Background: an optimization exercise with open tools, aiming at small area, a short achievable clock period and few clock cycles per item. Do not read the settings as production practice. The RTL was checked by simulation tests, not by an equivalence proof against the original design. The clock port is modelled as an ideal driver; clocking choices that lean on that would not hold on a real chip.

Setup of job 758:
## systolic_mm_top
module systolic_mm_top (
    input  logic                  clk,
    input  logic                  rst,
    input  logic                  in_valid,
    input  logic [8-1:0] in_data,
    output logic                  out_valid,
    output logic [8-1:0] out_data,
    output logic                  busy,
    output logic                  done
);
    logic       ld;        
    logic [6:0] icnt;      
    logic       bz;        
    logic       bz_nxt;
    logic       start;
    logic       acc;
    logic [6:0] idx;       
    assign start  = in_valid && (!bz || done);
    assign acc    = in_valid && (ld || start);
    assign idx    = start ? 7'd0 : icnt;
    assign bz_nxt = start || (bz && !done);
    logic [7:0] lh;
    logic [7:0] lcur;
    assign lcur = start ? 8'h01 : lh;
    logic       rm;
    logic [5:0] rc;
    logic       tvr;       
    logic       rm_nxt;
    assign rm_nxt = (acc && idx == 7'd127) || (rm && rc != 6'd56);
    always_ff @(posedge clk or negedge rst) begin
        if (!rst) begin
            ld   <= 1'b0;
            bz   <= 1'b0;
            rm   <= 1'b0;
            tvr  <= 1'b0;
        end else begin
            if (acc) begin
                ld <= (idx != 7'd127);
            end
            bz  <= bz_nxt;
            rm  <= rm_nxt;
            tvr <= acc && idx[6:3] == 4'hf && idx[2:0] != 3'd7;
        end
    end
    always_ff @(posedge clk) begin
        if (acc) begin
            icnt <= idx + 7'd1;
  ...
==> flow/config.mk <==
export PLATFORM = sky130hd
export DESIGN_NAME = systolic_mm_top
export DESIGN_NICKNAME = systolic_mm_top
export VERILOG_FILES = /design/flow/design.v
export SDC_FILE = /design/flow/constraint.sdc
export NUM_CORES = 4
export LEC_CHECK = 0
export CAP_MARGIN = 20
export CORE_MARGIN = 2
export CORE_UTILIZATION = 70
export CTS_CLUSTER_DIAMETER = 60
export CTS_CLUSTER_SIZE = 30
export SETUP_SLACK_MARGIN = 3.7
export SLEW_MARGIN = 20
==> flow/constraint.sdc <==
create_clock -name core_clock -period 6.0 [get_ports {clk}]
set_input_delay 1.2000 -clock core_clock [delete_from_list [all_inputs] [get_ports {clk}]]
set_output_delay 1.2000 -clock core_clock [all_outputs]
set_load 0.01 [all_outputs]
standard.sh (not shown) runs the stock make flow with config.mk's settings and CLKGATE_MAP_FILE= SYNTH_SCRIPT=/design/flow/synth_recipe.tcl, a recipe that flattens the netlist after the stock synthesis.
==> flow/flow/run.sh <==
#!/bin/bash
# Standard ORFS layout, except that synthesis skips the "abc -fast" pass of
# yosys synth's fine step (synth -noabc), so extract_fa sees the adder
# logic as written instead of after an ABC remap that flips polarities and
# leaves inverters around the full-adder cells. Everything else is the standard flow's
# standard.sh and synth_recipe.tcl unchanged.
set -euo pipefail
cd "$(dirname "$0")/.."
first='proc synth {args} { yosys synth -nofsm -noshare {*}$args }'
[[ "$(head -1 synth_recipe.tcl)" == "$first" ]] || { echo "unexpected synth_recipe.tcl" >&2; exit 1; }
{ echo 'proc synth {args} { yosys synth -nofsm -noshare -noabc {*}$args }'; tail -n +2 synth_recipe.tcl; } > noabc_synth.tcl
grep -q "SYNTH_SCRIPT=$PWD/synth_recipe.tcl" standard.sh || { echo "unexpected standard.sh" >&2; exit 1; }
sed "s#SYNTH_SCRIPT=$PWD/synth_recipe.tcl#SYNTH_SCRIPT=$PWD/noabc_synth.tcl#; s#^make #make POST_CTS_TCL=$PWD/flow/clock_top.tcl #" standard.sh > noabc_standard.sh
bash noabc_standard.sh > layout.log 2>&1
==> flow/flow/clock_top.tcl <==
# POST_CTS_TCL hook: flatten the top of the clock tree that clock_tree_synthesis
# built. Its leaf buffers (the ones driving flip-flops) are kept as they are;
# the root and branch buffers above them are replaced by four clkbuf_16 roots
# on the clock port, one per quadrant of the leaves, so every flip-flop sees
# two buffers (root, leaf) instead of three. Setup and hold are then repaired
# again as in the CTS step.
set block [ord::get_db_block]
set db [ord::get_db]
set clk_net [$block findNet clk]
set bufmaster [$db findMaster sky130_fd_sc_hd__clkbuf_16]

proc out_net {inst} {
  foreach it [$inst getITerms] {
    if {[$it isOutputSignal]} { return [$it getNet] }
  }
  return ""
}
proc is_clkbuf {inst} {
  return [string match "sky130_fd_sc_hd__clkbuf_*" [[$inst getMaster] getName]]
}

# walk the tree from the port
set internal {}
set leaves {}
set frontier [list $clk_net]
while {[llength $frontier]} {
  set net [lindex $frontier 0]
  set frontier [lrange $frontier 1 end]
  foreach it [$net getITerms] {
    if {[$it isOutputSignal]} continue
    set inst [$it getInst]
    if {![is_clkbuf $inst]} {
      error "clock_top: $net drives non-buffer [$inst getName] above the leaves"
    }
    set on [out_net $inst]
    set kids_buf 0
    set kids_other 0
    foreach it2 [$on getITerms] {
      if {[$it2 isOutputSignal]} continue
      if {[is_clkbuf [$it2 getInst]]} { incr kids_buf } else { incr kids_other }
    }
    if {$kids_other > 0 && $kids_buf > 0} {
      error "clock_top: [$inst getName] drives both buffers and sinks"
    }
    if {$kids_other > 0} {
      lappend leaves $inst
    } else {
      lappend internal $inst
      lappend frontier $on
    }
  }
}
puts "clock_top: [llength $leaves] leaf buffers, [llength $internal] buffers above them"

# quadrants by the medians of the leaf positions
set xs {}
set ys {}
foreach l $leaves {
  set bb [$l getBBox]
  lappend xs [expr {([$bb xMin] + [$bb xMax]) / 2}]
  lappend ys [expr {([$bb yMin] + [$bb yMax]) / 2}]
}
set mx [lindex [lsort -integer $xs] [expr {[llength $xs] / 2}]]
set my [lindex [lsort -integer $ys] [expr {[llength $ys] / 2}]]
array set grp {}
foreach l $leaves x $xs y $ys {
  set g [expr {($x >= $mx ? 1 : 0) + ($y >= $my ? 2 : 0)}]
  lappend grp($g) [list $l $x $y]
}

# remove the old upper tree
foreach inst $internal {
  set on [out_net $inst]
  foreach it [$inst getITerms] { $it disconnect }
  odb::dbInst_destroy $inst
  if {$on ne "" && $on ne $clk_net} { odb::dbNet_destroy $on }
}

# new roots
foreach g [lsort [array names grp]] {
  set sx 0
  set sy 0
  foreach e $grp($g) { incr sx [lindex $e 1]; incr sy [lindex $e 2] }
  set n [llength $grp($g)]
  set cx [expr {$sx / $n}]
  set cy [expr {$sy / $n}]
  set root [odb::dbInst_create $block $bufmaster "clkroot_${g}_clk"]
  $root setLocation [expr {$cx - [$bufmaster getWidth] / 2}] [expr {$cy - [$bufmaster getHeight] / 2}]
  $root setPlacementStatus PLACED
  set rnet [odb::dbNet_create $block "clknet_root_${g}_clk"]
  $rnet setSigType CLOCK
  [$root findITerm A] connect $clk_net
  [$root findITerm X] connect $rnet
  foreach e $grp($g) {
    set l [lindex $e 0]
    set ai [$l findITerm A]
    $ai disconnect
    $ai connect $rnet
  }
  puts "clock_top: root $g at ($cx, $cy) drives $n leaves"
}

detailed_placement
estimate_parasitics -placement
repair_timing_helper
detailed_placement
check_placement -verbose
estimate_parasitics -placement
report_clock_skew
report_worst_slack
Job 758: aborted in 4_1_cts (tool error)
Testbench counts of job 758, summed over its fixed seeds: cycles 24,072, jobs 128.
#### Input delta (job 4100 over job 758)
- SETUP_SLACK_MARGIN: 3.7 -> 3.9
diff --git a/flow/flow/clock_top.tcl b/flow/flow/clock_top.tcl
--- a/flow/flow/clock_top.tcl
+++ b/flow/flow/clock_top.tcl
@@ -14 +14,5 @@
-    if {[$it isOutputSignal]} { return [$it getNet] }
+    if {[$it isOutputSignal]} {
+      set n [$it getNet]
+      if {$n eq "NULL"} { return "" }
+      return $n
+    }
@@ -31,0 +36 @@
+    set on [out_net $inst]
@@ -33 +38,10 @@
-      error "clock_top: $net drives non-buffer [$inst getName] above the leaves"
+      if {$on eq ""} {
+        # a dummy load that clock_tree_synthesis added for balance
+        lappend internal $inst
+        continue
+      }
+      if {$net eq $clk_net} {
+        error "clock_top: the clock port drives [$inst getName] directly"
+      }
+      # a sink on a leaf's net, which also drives buffers
+      continue
@@ -35 +48,0 @@
-    set on [out_net $inst]
@@ -37,0 +51,5 @@
+    if {$on eq ""} {
+      # a dummy load that clock_tree_synthesis added for balance
+      lappend internal $inst
+      continue
+    }
@@ -42,3 +60,2 @@
-    if {$kids_other > 0 && $kids_buf > 0} {
-      error "clock_top: [$inst getName] drives both buffers and sinks"
-    }
+    # a buffer with any flip-flop load is a leaf; buffers below it are
+    # moved onto the new roots as well
@@ -48,0 +66,2 @@
+    }
+    if {$kids_buf > 0} {
@@ -74 +93,3 @@
-  foreach it [$inst getITerms] { $it disconnect }
+  foreach it [$inst getITerms] {
+    if {[$it getNet] ne "NULL"} { $it disconnect }
+  }
--- outcome ---
Job 4100 was carried through to the last stage, and its layout satisfied the timing, design-rule and antenna checks. Any difference in number of nets produced by synthesis between job 758 and job 4100 is small enough to ignore. As far as post-placement cell area goes, job 758 and job 4100 are indistinguishable; the numbers are identical. Reported for job 758 and job 4100, sequential cell area fraction in the yosys report turned out identical to the last digit. Last weighted congestion value of the routability-driven placer: job 4100 vs job 758, no meaningful difference. Job 4100 -> job 758: post-synthesis instance total delta 0, exact match. In terms of post-synthesis sequential element count, job 758 and job 4100 differ only marginally. From job 758 to job 4100, number of distinct library cells after synthesis did not move at all.
## Diff of input files: job 2693 against job 4100
diff --git a/flow/flow/clock_top.tcl b/flow/flow/clock_top.tcl
--- a/flow/flow/clock_top.tcl
+++ b/flow/flow/clock_top.tcl
@@ -14,5 +14 @@
-    if {[$it isOutputSignal]} {
-      set n [$it getNet]
-      if {$n eq "NULL"} { return "" }
-      return $n
-    }
+    if {[$it isOutputSignal]} { return [$it getNet] }
@@ -35,0 +32,3 @@
+    if {![is_clkbuf $inst]} {
+      error "clock_top: $net drives non-buffer [$inst getName] above the leaves"
+    }
@@ -37,12 +35,0 @@
-    if {![is_clkbuf $inst]} {
-      if {$on eq ""} {
-        # a dummy load that clock_tree_synthesis added for balance
-        lappend internal $inst
-        continue
-      }
-      if {$net eq $clk_net} {
-        error "clock_top: the clock port drives [$inst getName] directly"
-      }
-      # a sink on a leaf's net, which also drives buffers
-      continue
-    }
@@ -51,5 +37,0 @@
-    if {$on eq ""} {
-      # a dummy load that clock_tree_synthesis added for balance
-      lappend internal $inst
-      continue
-    }
@@ -60,2 +42,3 @@
-    # a buffer with any flip-flop load is a leaf; buffers below it are
-    # moved onto the new roots as well
+    if {$kids_other > 0 && $kids_buf > 0} {
+      error "clock_top: [$inst getName] drives both buffers and sinks"
+    }
@@ -66,2 +48,0 @@
-    }
-    if {$kids_buf > 0} {
@@ -93,3 +74 @@
-  foreach it [$inst getITerms] {
-    if {[$it getNet] ne "NULL"} { $it disconnect }
-  }
+  foreach it [$inst getITerms] { $it disconnect }
Notes after the runs:
Job 2693 got as far as 4_1_cts, where a tool error ended the run. The share of synthesized flip-flops with an asynchronous set or reset of job 2693 and that of job 4100 are within noise of each other. Width of the die: job 2693 vs job 4100 identical. From job 4100 to job 2693 the numbers moved as follows: basic-gate share of the synthesized area counting and, or, nand and nor cells ~0 delta, effective utilization at floorplan ~0 delta. Summary of job 2693 over job 4100: area after synthesis stayed essentially flat, die boundary height stayed essentially flat, number of nets produced by synthesis stayed essentially flat, synthesized cell count stayed essentially flat.
The following lists how job 5897 was set up differently from job 2693:
- SETUP_SLACK_MARGIN changed from 3.9 to 3.7
diff --git a/flow/flow/clock_top.tcl b/flow/flow/clock_top.tcl
--- a/flow/flow/clock_top.tcl
+++ b/flow/flow/clock_top.tcl
@@ -14 +14,5 @@
-    if {[$it isOutputSignal]} { return [$it getNet] }
+    if {[$it isOutputSignal]} {
+      set n [$it getNet]
+      if {$n eq "NULL"} { return "" }
+      return $n
+    }
@@ -31,0 +36 @@
+    set on [out_net $inst]
@@ -33 +38,10 @@
-      error "clock_top: $net drives non-buffer [$inst getName] above the leaves"
+      if {$on eq ""} {
+        # a dummy load that clock_tree_synthesis added for balance
+        lappend internal $inst
+        continue
+      }
+      if {$net eq $clk_net} {
+        error "clock_top: the clock port drives [$inst getName] directly"
+      }
+      # a sink on a leaf's net, which also drives buffers
+      continue
@@ -35 +48,0 @@
-    set on [out_net $inst]
@@ -37,0 +51,5 @@
+    if {$on eq ""} {
+      # a dummy load that clock_tree_synthesis added for balance
+      lappend internal $inst
+      continue
+    }
@@ -42,3 +60,2 @@
-    if {$kids_other > 0 && $kids_buf > 0} {
-      error "clock_top: [$inst getName] drives both buffers and sinks"
-    }
+    # a buffer with any flip-flop load is a leaf; buffers below it are
+    # moved onto the new roots as well
@@ -48,0 +66,2 @@
+    }
+    if {$kids_buf > 0} {
@@ -74 +93,3 @@
-  foreach it [$inst getITerms] { $it disconnect }
+  foreach it [$inst getITerms] {
+    if {[$it getNet] ne "NULL"} { $it disconnect }
+  }
==> run notes <==
Job 5897 ended with every stage complete and zero timing, DRC or antenna violations. Compared job 2693 against job 5897; synthesized area within noise. Job 5897 vs. job 2693: mean instance size in the synthesized netlist now sits at about the same level; number of register bits inferred by synthesis now sits at about the same level; die span in x now sits at about the same level; synthesized cell count now sits at about the same level.
Modified inputs, job 7666 compared to job 5897
- swapping 3.7 for 3.9 in SETUP_SLACK_MARGIN
diff --git a/flow/flow/clock_top.tcl b/flow/flow/clock_top.tcl
--- a/flow/flow/clock_top.tcl
+++ b/flow/flow/clock_top.tcl
@@ -14,5 +14 @@
-    if {[$it isOutputSignal]} {
-      set n [$it getNet]
-      if {$n eq "NULL"} { return "" }
-      return $n
-    }
+    if {[$it isOutputSignal]} { return [$it getNet] }
@@ -35,0 +32,3 @@
+    if {![is_clkbuf $inst]} {
+      error "clock_top: $net drives non-buffer [$inst getName] above the leaves"
+    }
@@ -37,12 +35,0 @@
-    if {![is_clkbuf $inst]} {
-      if {$on eq ""} {
-        # a dummy load that clock_tree_synthesis added for balance
-        lappend internal $inst
-        continue
-      }
-      if {$net eq $clk_net} {
-        error "clock_top: the clock port drives [$inst getName] directly"
-      }
-      # a sink on a leaf's net, which also drives buffers
-      continue
-    }
@@ -51,5 +37,0 @@
-    if {$on eq ""} {
-      # a dummy load that clock_tree_synthesis added for balance
-      lappend internal $inst
-      continue
-    }
@@ -93,3 +75 @@
-  foreach it [$inst getITerms] {
-    if {[$it getNet] ne "NULL"} { $it disconnect }
-  }
+  foreach it [$inst getITerms] { $it disconnect }
Notes after the runs:
From job 5897 to job 7666 the numbers moved as follows: number of sinks on the clock net closely matched the old numbers; final HPWL from detailed placement closely matched the old numbers; I/O pin count closely matched the old numbers; net count after synthesis closely matched the old numbers.
As far as initial cell density of the core goes, job 7666 and job 5897 are indistinguishable; the numbers are identical.
Job 5897 and job 7666 ended up with nearly the same number of flops mapped to enable cells by yosys.
Compared job 7666 against job 5897; width of the chip within noise.
Job 5897 -> job 7666: post-synthesis share of cell area spent on xor and xnor gates delta 0, exact match
Taking job 5897 as the reference, in job 7666 post-synthesis simple-gate area fraction barely changed; synthesized cell count barely changed.
What ended job 7666 was a tool error in 4_1_cts; the run never finished.
Reported for job 5897 and job 7666, synthesized area per cell turned out identical to the last digit.

==> separate check: timing with driven ports <==
The flow's constraints put no driver on any port. The routed layouts listed below were extracted and timed again, unchanged, in two steps. Step 1, drivers: a clkbuf_16 drives clk and a buf_2 each remaining input, both assumed. Step 2 moves the port delays by t, midway between the first and last clock arrival at a register: inputs arrive t later, outputs are due t later. That takes back most of the time a late clock gives input paths. a / b / c = no drivers / after step 1 / after step 2; a / b = the first two.
run	t (ns)	setup WS [ns]	worst register clock-pin slew, ns
job 4100	0.621	3.710 / 3.725 / 3.169	0.12 / 0.12
job 5897	0.625	3.686 / 3.730 / 3.172	0.12 / 0.12
After both steps setup and hold are still met in every run listed. For job 4100, which loses most, drivers alone change the setup slack by +0.015 ns; drivers and shift together by -0.541 ns.
